This is an optimization exercise on Yosys and OpenROAD, whose aim is small area, a short achievable clock period and few clock cycles per item, not a production implementation.
Function was checked by simulation only, so behaviour that the tests miss may differ from the original.

==> inputs of job 8592 <==
## multi_waveform_oscillator_mixer_core
module multi_waveform_oscillator_mixer_core (
   input  logic        clock,
   input  logic        reset,
   input  logic        req_tvalid,
   output logic        req_tready,
   input  logic [31:0] req_tdata,
   input  logic        req_tlast,
   output logic        rsp_tvalid,
   input  logic        rsp_tready,
   output logic [31:0] rsp_tdata,
   output logic        rsp_tlast,
   input  logic        csr_we,
   input  logic [2:0]  csr_index,
   input  logic [31:0] csr_wdata
);
Settings: LEC_CHECK=0, ABC_AREA=1, CAP_MARGIN=20, CORE_MARGIN=2, CORE_UTILIZATION=40, SETUP_SLACK_MARGIN=5, SLEW_MARGIN=20, SYNTH_MEMORY_MAX_BITS=32768; clock period 10.0 ns.
run.sh (not shown) runs the stock make flow with config.mk's settings and CLKGATE_MAP_FILE= SYNTH_SCRIPT=/design/flow/synth_recipe.tcl, a recipe that flattens the netlist after the stock synthesis.
==> job 3777 (differences from job 8592) <==
--- a/flow/design.v
+++ b/flow/design.v
@@ -1319,28 +1319,28 @@
          if (vmc1_ff) begin
             vm_ff <= 23'(vol_ff);
          end else if (vmc2_ff) begin
             vm_ff <= prod_lo[22:0];
          end
       end
    end
-   logic        oadv;
+   logic        restart;
    logic        take;
    logic        o0_v, o1_v, o2_v, o3_v, o4_v, out_v;
    assign req_tready = o4_v && (!out_v || rsp_tready);
    assign take       = req_tvalid && req_tready;
-   assign oadv       = !o4_v || take;
+   assign restart    = csr_we || (o4_v && !take);
    always_ff @(posedge clock) begin
-      if (reset || csr_we) begin
+      if (reset || restart) begin
          o0_v <= 1'b0;
          o1_v <= 1'b0;
          o2_v <= 1'b0;
          o3_v <= 1'b0;
          o4_v <= 1'b0;
-      end else if (oadv) begin
+      end else begin
          o0_v <= 1'b1;
          o1_v <= o0_v;
          o2_v <= o1_v;
          o3_v <= o2_v;
          o4_v <= o3_v;
       end
    end
@@ -1361,17 +1361,17 @@
       end else if (take) begin
          fphase_ff <= fphase_ff + step_ff;
       end
    end
    always_ff @(posedge clock) begin
       if (reset) begin
          phase_ff <= '0;
-      end else if (csr_we) begin
+      end else if (restart) begin
          phase_ff <= fphase_ff;
-      end else if (oadv) begin
+      end else begin
          phase_ff <= phase_ff + step_ff;
       end
    end
    logic [14:0] mir;
    logic [10:0] idx;
    assign mir = phase_ff[30] ? 15'd16384 - {1'b0, phase_ff[29:16]}
                              : {1'b0, phase_ff[29:16]};
@@ -1409,18 +1409,16 @@
          default: sel0 = '0;
       endcase
    end
    assign neg0 = phase_ff[31] && !fold_ff && (wave_ff != 3'd3);
    logic        v0_neg;
    logic [28:0] v0_sel;
    always_ff @(posedge clock) begin
-      if (oadv) begin
-         v0_neg <= neg0;
-         v0_sel <= sel0;
-      end
+      v0_neg <= neg0;
+      v0_sel <= sel0;
    end
    logic [14:0] para;
    logic [14:0] w1;
    mwo_para u_para (
       .s (v0_sel),
       .w (para)
    );
@@ -1442,15 +1440,15 @@
    logic        v1_neg;
    logic        v1_kc;
    always_ff @(posedge clock) begin
       if (vmc1_ff) begin
          v1_x   <= 16'(mix_ff);
          v1_neg <= 1'b0;
          v1_kc  <= 1'b0;
-      end else if (oadv) begin
+      end else begin
          v1_x   <= {v0_neg, w1 ^ {15{v0_neg}}};
          v1_neg <= v0_neg;
          v1_kc  <= 1'b1;
       end
    end
    logic [7:0]  b_one;
    logic [7:0]  b_two;
@@ -1472,45 +1470,39 @@
       .pl  (prod_lo)
    );
    logic [31:0] v2_pl;
    logic [3:0]  v2_one;
    logic [3:0]  v2_two;
    logic [3:0]  v2_ng;
    always_ff @(posedge clock) begin
-      if (oadv) begin
-         v2_pl  <= prod_lo;
-         v2_one <= b_one[7:4];
-         v2_two <= b_two[7:4];
-         v2_ng  <= b_ng[7:4];
-      end
+      v2_pl  <= prod_lo;
+      v2_one <= b_one[7:4];
+      v2_two <= b_two[7:4];
+      v2_ng  <= b_ng[7:4];
    end
    mwo_mul_hi u_mul_hi (
       .onh (v2_one),
       .twh (v2_two),
       .ngh (v2_ng),
       .vm  (vm_ff),
       .pl  (v2_pl),
       .p   (prod)
    );
    logic [21:0] v2_t;
    always_ff @(posedge clock) begin
-      if (oadv) begin
-         v2_t <= prod[38:17];
-      end
+      v2_t <= prod[38:17];
    end
    logic [17:0] osc;
    mwo_div u_div (
       .t   (v2_t),
       .osc (osc)
    );
    logic [17:0] v3_osc;
    always_ff @(posedge clock) begin
-      if (oadv) begin
-         v3_osc <= osc;
-      end
+      v3_osc <= osc;
    end
    logic signed [17:0] sum_l;
    logic signed [17:0] sum_r;
    logic [15:0] sat_l;
    logic [15:0] sat_r;
    assign sum_l = $signed({{2{req_tdata[15]}}, req_tdata[15:0]}) + $signed(v3_osc);
    assign sum_r = $signed({{2{req_tdata[31]}}, req_tdata[31:16]}) + $signed(v3_osc);
- ABC_AREA: 1 -> not set
- TNS_END_PERCENT: not set -> 10
==> job 3585 (differences from job 8592) <==
--- a/flow/design.v
+++ b/flow/design.v
@@ -1319,28 +1319,28 @@
          if (vmc1_ff) begin
             vm_ff <= 23'(vol_ff);
          end else if (vmc2_ff) begin
             vm_ff <= prod_lo[22:0];
          end
       end
    end
-   logic        oadv;
+   logic        restart;
    logic        take;
    logic        o0_v, o1_v, o2_v, o3_v, o4_v, out_v;
    assign req_tready = o4_v && (!out_v || rsp_tready);
    assign take       = req_tvalid && req_tready;
-   assign oadv       = !o4_v || take;
+   assign restart    = csr_we || (o4_v && !take);
    always_ff @(posedge clock) begin
-      if (reset || csr_we) begin
+      if (reset || restart) begin
          o0_v <= 1'b0;
          o1_v <= 1'b0;
          o2_v <= 1'b0;
          o3_v <= 1'b0;
          o4_v <= 1'b0;
-      end else if (oadv) begin
+      end else begin
          o0_v <= 1'b1;
          o1_v <= o0_v;
          o2_v <= o1_v;
          o3_v <= o2_v;
          o4_v <= o3_v;
       end
    end
@@ -1361,17 +1361,17 @@
       end else if (take) begin
          fphase_ff <= fphase_ff + step_ff;
       end
    end
    always_ff @(posedge clock) begin
       if (reset) begin
          phase_ff <= '0;
-      end else if (csr_we) begin
+      end else if (restart) begin
          phase_ff <= fphase_ff;
-      end else if (oadv) begin
+      end else begin
          phase_ff <= phase_ff + step_ff;
       end
    end
    logic [14:0] mir;
    logic [10:0] idx;
    assign mir = phase_ff[30] ? 15'd16384 - {1'b0, phase_ff[29:16]}
                              : {1'b0, phase_ff[29:16]};
@@ -1409,18 +1409,16 @@
          default: sel0 = '0;
       endcase
    end
    assign neg0 = phase_ff[31] && !fold_ff && (wave_ff != 3'd3);
    logic        v0_neg;
    logic [28:0] v0_sel;
    always_ff @(posedge clock) begin
-      if (oadv) begin
-         v0_neg <= neg0;
-         v0_sel <= sel0;
-      end
+      v0_neg <= neg0;
+      v0_sel <= sel0;
    end
    logic [14:0] para;
    logic [14:0] w1;
    mwo_para u_para (
       .s (v0_sel),
       .w (para)
    );
@@ -1442,15 +1440,15 @@
    logic        v1_neg;
    logic        v1_kc;
    always_ff @(posedge clock) begin
       if (vmc1_ff) begin
          v1_x   <= 16'(mix_ff);
          v1_neg <= 1'b0;
          v1_kc  <= 1'b0;
-      end else if (oadv) begin
+      end else begin
          v1_x   <= {v0_neg, w1 ^ {15{v0_neg}}};
          v1_neg <= v0_neg;
          v1_kc  <= 1'b1;
       end
    end
    logic [7:0]  b_one;
    logic [7:0]  b_two;
@@ -1472,45 +1470,39 @@
       .pl  (prod_lo)
    );
    logic [31:0] v2_pl;
    logic [3:0]  v2_one;
    logic [3:0]  v2_two;
    logic [3:0]  v2_ng;
    always_ff @(posedge clock) begin
-      if (oadv) begin
-         v2_pl  <= prod_lo;
-         v2_one <= b_one[7:4];
-         v2_two <= b_two[7:4];
-         v2_ng  <= b_ng[7:4];
-      end
+      v2_pl  <= prod_lo;
+      v2_one <= b_one[7:4];
+      v2_two <= b_two[7:4];
+      v2_ng  <= b_ng[7:4];
    end
    mwo_mul_hi u_mul_hi (
       .onh (v2_one),
       .twh (v2_two),
       .ngh (v2_ng),
       .vm  (vm_ff),
       .pl  (v2_pl),
       .p   (prod)
    );
    logic [21:0] v2_t;
    always_ff @(posedge clock) begin
-      if (oadv) begin
-         v2_t <= prod[38:17];
-      end
+      v2_t <= prod[38:17];
    end
    logic [17:0] osc;
    mwo_div u_div (
       .t   (v2_t),
       .osc (osc)
    );
    logic [17:0] v3_osc;
    always_ff @(posedge clock) begin
-      if (oadv) begin
-         v3_osc <= osc;
-      end
+      v3_osc <= osc;
    end
    logic signed [17:0] sum_l;
    logic signed [17:0] sum_r;
    logic [15:0] sat_l;
    logic [15:0] sat_r;
    assign sum_l = $signed({{2{req_tdata[15]}}, req_tdata[15:0]}) + $signed(v3_osc);
    assign sum_r = $signed({{2{req_tdata[31]}}, req_tdata[31:16]}) + $signed(v3_osc);
- ABC_AREA: 1 -> not set
==> comparison table <==
metric	job 3777	job 3585	job 8592
Met3 Track Usage GR	0.0320	0.0318	0.0323
Starting utilization of the core area	0.403	0.403	0.404
Post-route worst setup slack	4910 ps	5020 ps	5000 ps
Flip-flop and latch share of the layout cell area	0.148	0.145	0.153
Hold worst-path end	vol_ff[4]	vol_ff[6]	mix_ff[0]
Chip width	321 um	321 um	336 um
Layout non-clock buf frac	0.0537	0.0601	0.0557
Place WS	3720 ps	3700 ps	4230 ps
Startpoint of the tightest hold check path	vol_ff[4]	vol_ff[6]	mix_ff[0]
Post-CTS setup buffer count	44	82	25
Minimum period implied by the final worst setup slack	5090 ps	4980 ps	5000 ps
Number of antenna violations at the first check in global routing	7	6	1
Worst Path Buf+Inv	1	3	2
Vias in the first global route	34588	34584	40772
Cell repeated most along the worst path	a21o_1	-	nand2_1
Status	no timing/DRC/antenna violations	no timing/DRC/antenna violations	no timing/DRC/antenna violations
Area occupied by multi-input gates	31100 um2	31600 um2	32000 um2
Number of enable-type register cells in the synthesized netlist	33	33	146
Antenna diode instance count	4	2	0
Share of the clock period used by the worst path	0.509	0.498	0.500
Largest fanout of any net on the critical path	8	8	6
Core outline area	99700 um2	99700 um2	109000 um2
Testbench counts of job 8592, summed over its fixed seeds: cycles 2,400, items 2,048.
Testbench counts of job 3777, summed over its fixed seeds: cycles 2,400, items 2,048.
Testbench counts of job 3585, summed over its fixed seeds: cycles 2,400, items 2,048.

==> separate check: timing with driven ports <==
No port has a modelled driver above. Below, the same layouts with a new extraction and two added sets of constraints.
Step 1: set_driving_cell puts a clkbuf_16 on clock and a buf_2 on each other input, an assumption about the parent block.
Step 2, shift: input delay + t, output delay - t, t = (earliest + latest rising clock arrival at the registers) / 2. This alone moves slack from input paths to output paths.
Slacks: ideal / step 1 / step 2; pairs: ideal / step 1.
run	t, ns	slack for setup (ns)	worst data-port slew with drivers (ns)	cell pins on the clock port's net
job 8592	0.668	4.996 / 4.996 / 4.609	0.06	1
job 3777	0.607	4.913 / 4.952 / 4.345	0.16	1
job 3585	0.619	5.024 / 5.024 / 4.520	0.17	1
After both steps every run listed still meets setup and hold. The setup slack of job 3777, which loses most, moves by +0.039 ns with the drivers and by -0.568 ns with both steps.
